From an optimization exercise on the open Yosys and OpenROAD flow, aimed at small area, a short achievable clock period and few clock cycles per item; shortcuts taken in it are not production practice. At most, simulation tests tie the RTL to the original design; equivalence was not proved. Power is estimated from default activity; no workload was simulated.

## conv_acc
module conv_acc
(
    input  logic        clk,
    input  logic        arst_n,
    input  logic        wb_cyc,
    input  logic        wb_stb,
    input  logic        wb_we,
    input  logic [1:0]  wb_adr,
    input  logic [31:0] wb_dat_i,
    output logic        wb_ack,
    output logic [31:0] wb_dat_o
);
For scale: roughly 300 flip-flops, about 72 I/O pins, roughly 14,000 sq um of cells after synthesis.
clock: 7.0 ns
lec_check: 0
cap_margin: 20
core_margin: 2
core_utilization: 60
cts_buf_list: sky130_fd_sc_hd__clkbuf_8
cts_cluster_size: 30
setup_slack_margin: 3.8
slew_margin: 20
synth_hierarchical: 1
tns_end_percent: 100
run.sh (not shown) runs the stock make flow with config.mk's settings and CLKGATE_MAP_FILE= SYNTH_SCRIPT=/design/flow/synth_recipe.tcl, a recipe that flattens the netlist after the stock synthesis.
Rerun with:
Settings changed: CTS_BUF_LIST sky130_fd_sc_hd__clkbuf_8 to sky130_fd_sc_hd__clkbuf_16, CTS_CLUSTER_DIAMETER set to 120.
Effect: Worst setup slack is worse by 21 ps. Clock skew climbs by 7.7 ps. Sequential share of layout area climbs by 1.4 points. Synthesized cell count is unchanged. Routed wire length decreases by 0.99%. Via count falls by about 1.3%.
Rerun with:
Settings changed: ABC_CLOCK_PERIOD_IN_PS set to 300, CTS_BUF_LIST sky130_fd_sc_hd__clkbuf_16 to sky130_fd_sc_hd__clkbuf_8, CTS_CLUSTER_DIAMETER 120 to not set, SYNTH_HIERARCHICAL 1 to not set.
Sequential power barely changes.
Die area grows by 0.41%.
Total power increases by about 7%.
Count of clock-buffer cells in the layout came out higher by 41.
Register-to-register slack improved by 50 ps.
Cell count increases by about 7%.
Non-clock buffer count shrinks by 14.
Sequential share of layout area decreases by 1.8 points.
Synthesized cell count rises by 4.5%.
Function was not checked in any run of this note: the RTL went through the layout flow alone.

conv_acc, a different RTL version from the one above (not shown whole).
Size: ~830 cells after synthesis, about 72 I/O pins, about 13,000 um2 of cells after synthesis.
Settings: LEC_CHECK=0, CAP_MARGIN=20, CORE_MARGIN=2, CORE_UTILIZATION=70, CTS_BUF_LIST=sky130_fd_sc_hd__clkbuf_16, CTS_CLUSTER_DIAMETER=120, CTS_CLUSTER_SIZE=30, SETUP_SLACK_MARGIN=3.8, SLEW_MARGIN=20, SYNTH_HIERARCHICAL=1, TNS_END_PERCENT=100, BUFFER_PORTS_ARGS=-buffer_cell sky130_fd_sc_hd__buf_1; clock period 7.0 ns.
standard.sh (not shown) runs the stock make flow with config.mk's settings and CLKGATE_MAP_FILE= SYNTH_SCRIPT=/design/flow/synth_recipe.tcl, a recipe that flattens the netlist after the stock synthesis.
==> flow/flow/run.sh <==
#!/bin/bash
# The standard layout, with plain buffers (resized later as timing needs)
# on the ports instead of the delay cells port buffering picks by default.
set -e
cat >> config.mk <<'EOC'
export BUFFER_PORTS_ARGS = -buffer_cell sky130_fd_sc_hd__buf_1
EOC
bash standard.sh > standard.log 2>&1
Testbench counts at the start, summed over its fixed seeds: cycles 9,600, items 3,200.
Edit:
==> flow/run.sh (new file) <==
#!/bin/bash
# synth_recipe.tcl (not shown) runs the flow's synth.tcl, then flattens the netlist and writes it again
# the make line also repeats each setting of config.mk as NAME=value (left out here)
make -C /OpenROAD-flow-scripts/flow DESIGN_CONFIG=/design/flow/config.mk WORK_HOME=/design/flow/orfs CLKGATE_MAP_FILE= SYNTH_SCRIPT=/design/flow/synth_recipe.tcl finish
Settings changed: ABC_AREA set to 1, BUFFER_PORTS_ARGS -buffer_cell sky130_fd_sc_hd__buf_1 to unset.
removed: flow/flow/run.sh
removed: flow/standard.sh
Effect: The changed run went through all stages and came out clean; clock skew came out higher by 11 ps; total power came out higher slightly; worst setup slack is worse by 34 ps; non-clock buffer count came out higher by 2; utilization came out lower by 0.65 points.
Edit:
Settings changed: ABC_AREA 1 to unset, CORE_UTILIZATION 70 to 75.
Core utilization rises by 6.2 points.
Non-clock buffer count does not change.
Sequential power rises by about 4%.
Hold slack gains 6.2 ps.
Power falls by 0.88%.
Count of clock-buffer cells in the layout stays the same.
Combinational power falls by about 8%.

Another version of the RTL of conv_acc (not shown whole).
Size: ~830 cells after synthesis, ~13000 sq um of cells after synthesis.
Settings: LEC_CHECK=0, CAP_MARGIN=20, CORE_MARGIN=2, CORE_UTILIZATION=65, CTS_BUF_LIST=sky130_fd_sc_hd__clkbuf_16, CTS_CLUSTER_DIAMETER=120, CTS_CLUSTER_SIZE=30, SETUP_SLACK_MARGIN=3.8, SLEW_MARGIN=20, SYNTH_HIERARCHICAL=1, TNS_END_PERCENT=100; clock period 7.0 ns.
run.sh (not shown) runs the stock make flow with config.mk's settings and CLKGATE_MAP_FILE= SYNTH_SCRIPT=/design/flow/synth_recipe.tcl, a recipe that flattens the netlist after the stock synthesis.
Stock flow here: none of the scripts above is used.
The starting point produced a clean layout.
Rerun with:
--- a/flow/config.mk
+++ b/flow/config.mk
@@ -10 +10 @@
-export CORE_UTILIZATION = 65
+export CORE_UTILIZATION = 70
Total power is about the same; via count went down by 1.4%; cell count came out lower by 3.3%; global-route usage went up by 2.1 points; clock power barely changes; cell area fell by 0.48%.
No run of this note included a check of the RTL's function; only the layout flow was run.

Another version of the RTL of conv_acc (not shown whole).
Size: roughly 800 cells after synthesis, roughly 300 flip-flops.
Design conv_acc, start of the top module:
module conv_acc
(
    input  logic        clk,
    input  logic        arst_n,
    input  logic        wb_cyc,
    input  logic        wb_stb,
    input  logic        wb_we,
    input  logic [1:0]  wb_adr,
    input  logic [31:0] wb_dat_i,
    output logic        wb_ack,
    output logic [31:0] wb_dat_o
);
clock: 7.0 ns
lec_check: 0
cap_margin: 20
core_margin: 2
core_utilization: 70
cts_buf_list: sky130_fd_sc_hd__clkbuf_16
cts_cluster_diameter: 120
cts_cluster_size: 30
setup_slack_margin: 3.8
slew_margin: 20
synth_hierarchical: 1
tns_end_percent: 100
The baseline finished with timing, DRC and antenna clean.
Change:
==> flow/flow/run.sh (new file) <==
#!/bin/bash
# The standard layout, with power recovery (downsizing cells off the
# critical paths) after global routing and plain buffers on the ports.
set -e
cat >> config.mk <<'EOC'
export RECOVER_POWER = 100
export BUFFER_PORTS_ARGS = -buffer_cell sky130_fd_sc_hd__buf_2
EOC
bash standard.sh > standard.log 2>&1
==> flow/standard.sh (new file) <==
#!/bin/bash
# synth_recipe.tcl (not shown) runs the flow's synth.tcl, then flattens the netlist and writes it again
# the make line also repeats each setting of config.mk as NAME=value (left out here)
make -C /OpenROAD-flow-scripts/flow DESIGN_CONFIG=/design/flow/config.mk WORK_HOME=/design/flow/orfs CLKGATE_MAP_FILE= SYNTH_SCRIPT=/design/flow/synth_recipe.tcl "${@:-finish}"
BUFFER_PORTS_ARGS = -buffer_cell sky130_fd_sc_hd__buf_2   (was not set)
RECOVER_POWER = 100   (was not set)
removed: flow/run.sh
With this change the flow produced a layout that fails on max-capacitance violations, max-slew violations. Core utilization fell by 2.2 points. Die area stays the same. Synthesized cell count does not change. Final cell count hardly moves. Total power shrinks by 1.7%. Critical path depth rose by 3. Via count falls by 1.9%.
Change:
==> flow/run.sh (new file) <==
#!/bin/bash
# synth_recipe.tcl (not shown) runs the flow's synth.tcl, then flattens the netlist and writes it again
# the make line also repeats each setting of config.mk as NAME=value (left out here)
make -C /OpenROAD-flow-scripts/flow DESIGN_CONFIG=/design/flow/config.mk WORK_HOME=/design/flow/orfs CLKGATE_MAP_FILE= SYNTH_SCRIPT=/design/flow/synth_recipe.tcl finish
BUFFER_PORTS_ARGS = not set   (was -buffer_cell sky130_fd_sc_hd__buf_2)
CORE_UTILIZATION = 65   (was 70)
RECOVER_POWER = not set   (was 100)
removed: flow/flow/run.sh
removed: flow/standard.sh
Now the flow finished with timing, DRC and antenna clean.
Non-clock buffer count drops by 2.
Core utilization drops by 4.3 points.
Global-route usage drops by 0.80 points.
No run of this note included a check of the RTL's function; only the layout flow was run.

RTL: one of the versions met above, not the one the previous note started from.
For scale: roughly 830 cells after synthesis, roughly 72 I/O pins.
## conv_acc
module conv_acc
(
    input  logic        clk,
    input  logic        arst_n,
    input  logic        wb_cyc,
    input  logic        wb_stb,
    input  logic        wb_we,
    input  logic [1:0]  wb_adr,
    input  logic [31:0] wb_dat_i,
    output logic        wb_ack,
    output logic [31:0] wb_dat_o
);
export LEC_CHECK = 0
export CAP_MARGIN = 20
export CORE_MARGIN = 2
export CORE_UTILIZATION = 70
export CTS_BUF_LIST = sky130_fd_sc_hd__clkbuf_16
export CTS_CLUSTER_DIAMETER = 120
export CTS_CLUSTER_SIZE = 30
export SETUP_SLACK_MARGIN = 3.8
export SLEW_MARGIN = 20
export SYNTH_HIERARCHICAL = 1
export TNS_END_PERCENT = 100
export IO_CONSTRAINTS = /design/flow/flow/io.tcl
create_clock -name core_clock -period 7.0 [get_ports {clk}]
standard.sh (not shown) runs the stock make flow with config.mk's settings and CLKGATE_MAP_FILE= SYNTH_SCRIPT=/design/flow/synth_recipe.tcl, a recipe that flattens the netlist after the stock synthesis.
==> flow/flow/run.sh <==
#!/bin/bash
# The standard layout, with the bus control, address and read data pins
# placed together on one edge (flow/io.tcl).
set -e
echo "export IO_CONSTRAINTS = $PWD/flow/io.tcl" >> config.mk
bash standard.sh > standard.log 2>&1
==> flow/flow/io.tcl <==
# Keep the bus control, address and read data pins together on one edge:
# the read data is a gate or two from the address and the head register.
set_io_pin_constraint -group -order -region left:* -pin_names {
  wb_dat_o[15] wb_dat_o[14] wb_dat_o[13] wb_dat_o[12]
  wb_dat_o[11] wb_dat_o[10] wb_dat_o[9] wb_dat_o[8]
  wb_dat_o[7] wb_dat_o[6] wb_dat_o[5] wb_dat_o[4]
  wb_ack wb_cyc wb_stb wb_adr[0] wb_adr[1]
  wb_dat_o[3] wb_dat_o[2] wb_dat_o[1] wb_dat_o[0]
}
The starting point finished with timing, DRC and antenna clean.
Testbench counts at the start, summed over its fixed seeds: cycles 9,600, items 3,200.
Then changed:
==> flow/run.sh (new file) <==
#!/bin/bash
# synth_recipe.tcl (not shown) runs the flow's synth.tcl, then flattens the netlist and writes it again
# the make line also repeats each setting of config.mk as NAME=value (left out here)
make -C /OpenROAD-flow-scripts/flow DESIGN_CONFIG=/design/flow/config.mk WORK_HOME=/design/flow/orfs CLKGATE_MAP_FILE= SYNTH_SCRIPT=/design/flow/synth_recipe.tcl finish
--- a/flow/config.mk
+++ b/flow/config.mk
@@ -16,3 +16,2 @@
 export SYNTH_HIERARCHICAL = 1
 export TNS_END_PERCENT = 100
-export IO_CONSTRAINTS = /design/flow/flow/io.tcl
removed: flow/flow/run.sh
removed: flow/flow/io.tcl
removed: flow/standard.sh
The new run passed the timing, design-rule and antenna checks.
Total power drops slightly.
Non-clock buffer count came out lower by 4.
Clock skew stays flat.
Worst setup slack is better by 0.014 ns.
Cell area came out lower slightly.

-- afterwards: timing with drivers on the ports --
How much do the figures lean on ideal ports? The routed layouts below were timed once more, with nothing changed but the port constraints. Step 1 assumes that a clkbuf_16 drives the clock port and a buf_2 every other input. Step 2, shift: input delay + t, output delay - t, t = (earliest + latest rising clock arrival at the registers) / 2. This alone moves slack from input paths to output paths. a / b / c = ideal ports / drivers / drivers and shift; a / b = the first two.
run | t, ns | slack for setup (ns) | worst setup path at the end | worst data-port slew with drivers (ns)
the first run of note 1 | 0.597 | 3.480 / 3.415 / 2.943 | input to register | 0.10
the second run of note 1 | 0.544 | 3.459 / 3.365 / 2.917 | input to register | 0.16
the third run of note 1 | 0.612 | 3.415 / 3.338 / 3.021 | input to register | 0.07
the first run of note 2 | 0.518 | 3.703 / 3.457 / 3.066 | input to register | 0.33
the second run of note 2 | 0.530 | 3.670 / 3.438 / 3.324 | input to register | 0.32
the third run of note 2 | 0.526 | 3.701 / 3.504 / 3.216 | input to register | 0.28
the first run of note 3 | 0.537 | 3.722 / 3.482 / 3.143 | input to register | 0.29
the second run of note 3 | 0.536 | 3.720 / 3.519 / 3.126 | input to register | 0.26
the first run of note 4 | 0.531 | 3.624 / 3.456 / 3.133 | input to register | 0.28
the second run of note 4 | 0.527 | 2.228 / 2.044 / 1.517 | input to register | 0.24
the third run of note 4 | 0.535 | 3.632 / 3.445 / 3.162 | input to register | 0.30
the first run of note 5 | 0.520 | 3.694 / 3.554 / 3.208 | input to register | 0.20
the second run of note 5 | 0.529 | 3.708 / 3.487 / 3.223 | input to register | 0.31
For the second run of note 4, which loses most, drivers alone change the setup slack by -0.184 ns; drivers and shift together by -0.711 ns.
